Source: an optimization exercise on an open RTL-to-GDS flow (aim: small area and few clock cycles per item). Production flows keep margins and buffers that such runs may drop.
Where RTL was checked, it was by simulation tests only, not by an equivalence proof against the original.
Power is estimated from default activity; no workload was simulated.

## yuv420_crop_rotate_mirror_address
module yuv420_crop_rotate_mirror_address (
  input  logic                                 clk,
  input  logic                                 rst_n,
  input  logic                                 cfg_psel,
  input  logic                                 cfg_penable,
  input  logic                                 cfg_pwrite,
  input  logic [yuvcrm_pkg::CFG_ADDR_W-1:0]    cfg_paddr,
  input  logic [yuvcrm_pkg::CFG_DATA_W-1:0]    cfg_pwdata,
  output logic [yuvcrm_pkg::CFG_DATA_W-1:0]    cfg_prdata,
  output logic                                 cfg_pready,
  input  logic                                 in_tvalid,
  output logic                                 in_tready,
  input  logic [31:0]                          in_tdata,   
  input  logic [yuvcrm_pkg::PLANE_W-1:0]       in_tuser,   
  output logic                                 out_tvalid,
  input  logic                                 out_tready,
  output logic [31:0]                          out_tdata,  
  output logic [yuvcrm_pkg::PLANE_W-1:0]       out_tuser   
);
clock: 6.0 ns
lec_check: 0
cap_margin: 20
core_margin: 2
core_utilization: 40
slew_margin: 20
run.sh (not shown) runs the stock make flow with config.mk's settings and CLKGATE_MAP_FILE= SYNTH_SCRIPT=/design/flow/synth_recipe.tcl, a recipe that flattens the netlist after the stock synthesis.
Testbench counts at the start, summed over its fixed seeds: cycles 58,814, items 58,788.
Rerun with:
--- a/flow/design.v
+++ b/flow/design.v
@@ -71,30 +71,20 @@
     logic c;
     logic [DIM_W-1:0] nb;
     nb = ~b;
     c  = 1'b1;
     for (int i = 0; i < DIM_W; i++) begin
       rsub[i] = a[i] ^ nb[i] ^ c;
       c       = (a[i] & nb[i]) | (a[i] & c) | (nb[i] & c);
     end
     rsub[DIM_W] = !c;
   endfunction
-  function automatic logic [DIM_W:0] radd(input logic [DIM_W-1:0] a, input logic [DIM_W-1:0] b,
-                                          input logic btop);
-    logic c;
-    c = 1'b0;
-    for (int i = 0; i < DIM_W; i++) begin
-      radd[i] = a[i] ^ b[i] ^ c;
-      c       = (a[i] & b[i]) | (a[i] & c) | (b[i] & c);
-    end
-    radd[DIM_W] = btop ^ c;
-  endfunction
   logic             mode_rot, mode_mir;
   logic [DIM_W-1:0] lim_y, lim_z;
   logic [DIM_W:0]   w_diff, h_diff;
   logic             cfg_ok_r;
   logic [DIM_W-1:0] lo_r;
   assign mode_mir = (mode_r == 2'd2);
   assign mode_rot = (mode_r == 2'd1);
   assign lim_y    = mode_mir ? crop_w_r : crop_h_r;
   assign lim_z    = mode_mir ? crop_h_r : crop_w_r;
   assign w_diff   = rsub(in_w_r, crop_w_r);
@@ -163,21 +153,21 @@
       naddend_r <= ~addend;
     end
   end
   logic [DIM_W-1:0] mb;
   logic [DIM_W:0]   mb3;
   logic [DIM_W-1:0] nxs;
   logic [ADDR_W:0]  sum;
   logic             chroma_r;
   always_ff @(posedge clk) begin
     mb  <= (mode_r == 2'd0) ? crop_w_r : crop_h_r;
-    mb3 <= radd(mb, {mb[DIM_W-2:0], 1'b0}, mb[DIM_W-1]);
+    mb3 <= {1'b0, mb} + {mb, 1'b0};
   end
   assign chroma_r = |oplane_r;
   assign nxs      = chroma_r ? {naddend_r, 1'b1} : {1'b1, naddend_r};
   logic pp0_0;
   assign pp0_0 = ~((sel1[0] & mb[0]) | (sel3[0] & mb3[0]));
   logic pp0_1;
   assign pp0_1 = ~((sel1[0] & mb[1]) | (sel2[0] & mb[0]) | (sel3[0] & mb3[1]));
   logic pp0_2;
   assign pp0_2 = ~((sel1[0] & mb[2]) | (sel2[0] & mb[1]) | (sel3[0] & mb3[2]));
   logic pp0_3;
@@ -581,24 +571,22 @@
   logic fs59;
   logic fc59;
   assign fs59 = pp4_13 ^ pp5_11 ^ fc58;
   assign fc59 = (pp4_13 & pp5_11) | (pp4_13 & fc58) | (pp5_11 & fc58);
   logic [24:0] ra, rb;
   assign ra = {1'b1, pp5_13, pp5_12, fs59, fs58, fs57, fs55, fs53, fs50, fs47, fs43, fs39, fc29, fc24, fs24, fs19, fs15, fc8, fs8, fc3, fs3, fc0, fs0, nxs[1], nxs[0]};
   assign rb = {1'b1, 1'b1, fc59, 1'b1, fc57, 1'b1, fc53, 1'b1, fc47, 1'b1, fc39, 1'b1, fs34, fs29, 1'b1, fc15, 1'b1, fs11, 1'b1, fs5, 1'b1, fs1, 1'b1, pp0_1, pp0_0};
   logic [24:0] cp, cg;
   assign cp = ra ^ rb;
   assign cg = ra & rb;
-  logic cg0c;
-  assign cg0c = cg[0] | cp[0];
   logic pg0;
-  assign pg0 = cg[1] | (cp[1] & cg0c);
+  assign pg0 = cg[1] | (cp[1] & cg[0]);
   logic pp0x;
   assign pp0x = cp[1] & cp[0];
   logic pg1;
   assign pg1 = cg[3] | (cp[3] & cg[2]);
   logic pp1x;
   assign pp1x = cp[3] & cp[2];
   logic pg2;
   assign pg2 = cg[5] | (cp[5] & cg[4]);
   logic pp2x;
   assign pp2x = cp[5] & cp[4];
@@ -751,21 +739,21 @@
   logic pp39x;
   assign pp39x = cp[20] & pp24x;
   logic pg40;
   assign pg40 = cg[22] | (cp[22] & pg29);
   logic pp40x;
   assign pp40x = cp[22] & pp29x;
   logic pg41;
   assign pg41 = cg[24] | (cp[24] & pg22);
   logic pp41x;
   assign pp41x = cp[24] & pp22x;
-  assign sum = {~(cp[24] ^ pg22), ~(cp[23] ^ pg40), ~(cp[22] ^ pg29), ~(cp[21] ^ pg39), ~(cp[20] ^ pg24), ~(cp[19] ^ pg38), ~(cp[18] ^ pg28), ~(cp[17] ^ pg37), ~(cp[16] ^ pg21), ~(cp[15] ^ pg36), ~(cp[14] ^ pg27), ~(cp[13] ^ pg35), ~(cp[12] ^ pg23), ~(cp[11] ^ pg34), ~(cp[10] ^ pg26), ~(cp[9] ^ pg33), ~(cp[8] ^ pg18), ~(cp[7] ^ pg32), ~(cp[6] ^ pg25), ~(cp[5] ^ pg31), ~(cp[4] ^ pg12), ~(cp[3] ^ pg30), ~(cp[2] ^ pg0), ~(cp[1] ^ cg0c), cp[0]};
+  assign sum = {cp[24] ^ pg22, cp[23] ^ pg40, cp[22] ^ pg29, cp[21] ^ pg39, cp[20] ^ pg24, cp[19] ^ pg38, cp[18] ^ pg28, cp[17] ^ pg37, cp[16] ^ pg21, cp[15] ^ pg36, cp[14] ^ pg27, cp[13] ^ pg35, cp[12] ^ pg23, cp[11] ^ pg34, cp[10] ^ pg26, cp[9] ^ pg33, cp[8] ^ pg18, cp[7] ^ pg32, cp[6] ^ pg25, cp[5] ^ pg31, cp[4] ^ pg12, cp[3] ^ pg30, cp[2] ^ pg0, cp[1] ^ cg[0], cp[0]};
   logic [1:0]          o_oplane_r;
   logic [SAMPLE_W-1:0] o_sample_r;
   logic [ADDR_W-1:0]   o_addr_r;
   always_ff @(posedge clk) begin
     if (!rst_n) begin
       o_v_r <= 1'b0;
     end else if (go2) begin
       o_v_r <= v_r;
     end
   end
After rerunning: The changed run went through all stages and came out clean; routed wire length went up by a few percent; die area went up slightly; worst setup slack got worse by 72 ps; worst hold slack barely changes; core utilization went up by 0.73 points; register-to-register slack got worse by 70 ps; sequential share of layout area went down by 0.44 points; global-route usage barely changes; clock power hardly moves; non-clock buffer count went up by 9; power went down by a few percent.
Only the layout flow was run in the second run of this note; the RTL was not checked for function there.

## port drivers added, routing unchanged
Ports are ideal in the flow. The routed layouts listed here were re-timed in OpenROAD.
Step 1 (the two cells are an assumption about what drives the block):
set clk [get_ports {clk}]
set_driving_cell -lib_cell sky130_fd_sc_hd__clkbuf_16 $clk
set_driving_cell -lib_cell sky130_fd_sc_hd__buf_2 [delete_from_list [all_inputs] $clk]
Step 2, shift: input delay + t, output delay - t, t = (earliest + latest rising clock arrival at the registers) / 2. This alone moves slack from input paths to output paths.
a / b / c = ideal ports / drivers / drivers and shift; a / b = the first two.
run	shift t [ns]	setup WS [ns]	latest minus earliest clock arrival (ns)	cell pins on the clock port's net
the first run	0.499	0.218 / 0.218 / 0.056	0.015 / 0.015	1
the second run	0.493	0.146 / 0.146 / 0.112	0.020 / 0.020	1
After both steps setup and hold are still met in every run listed. For the first run, which loses most, drivers alone change the setup slack by 0.000 ns; drivers and shift together by -0.162 ns.
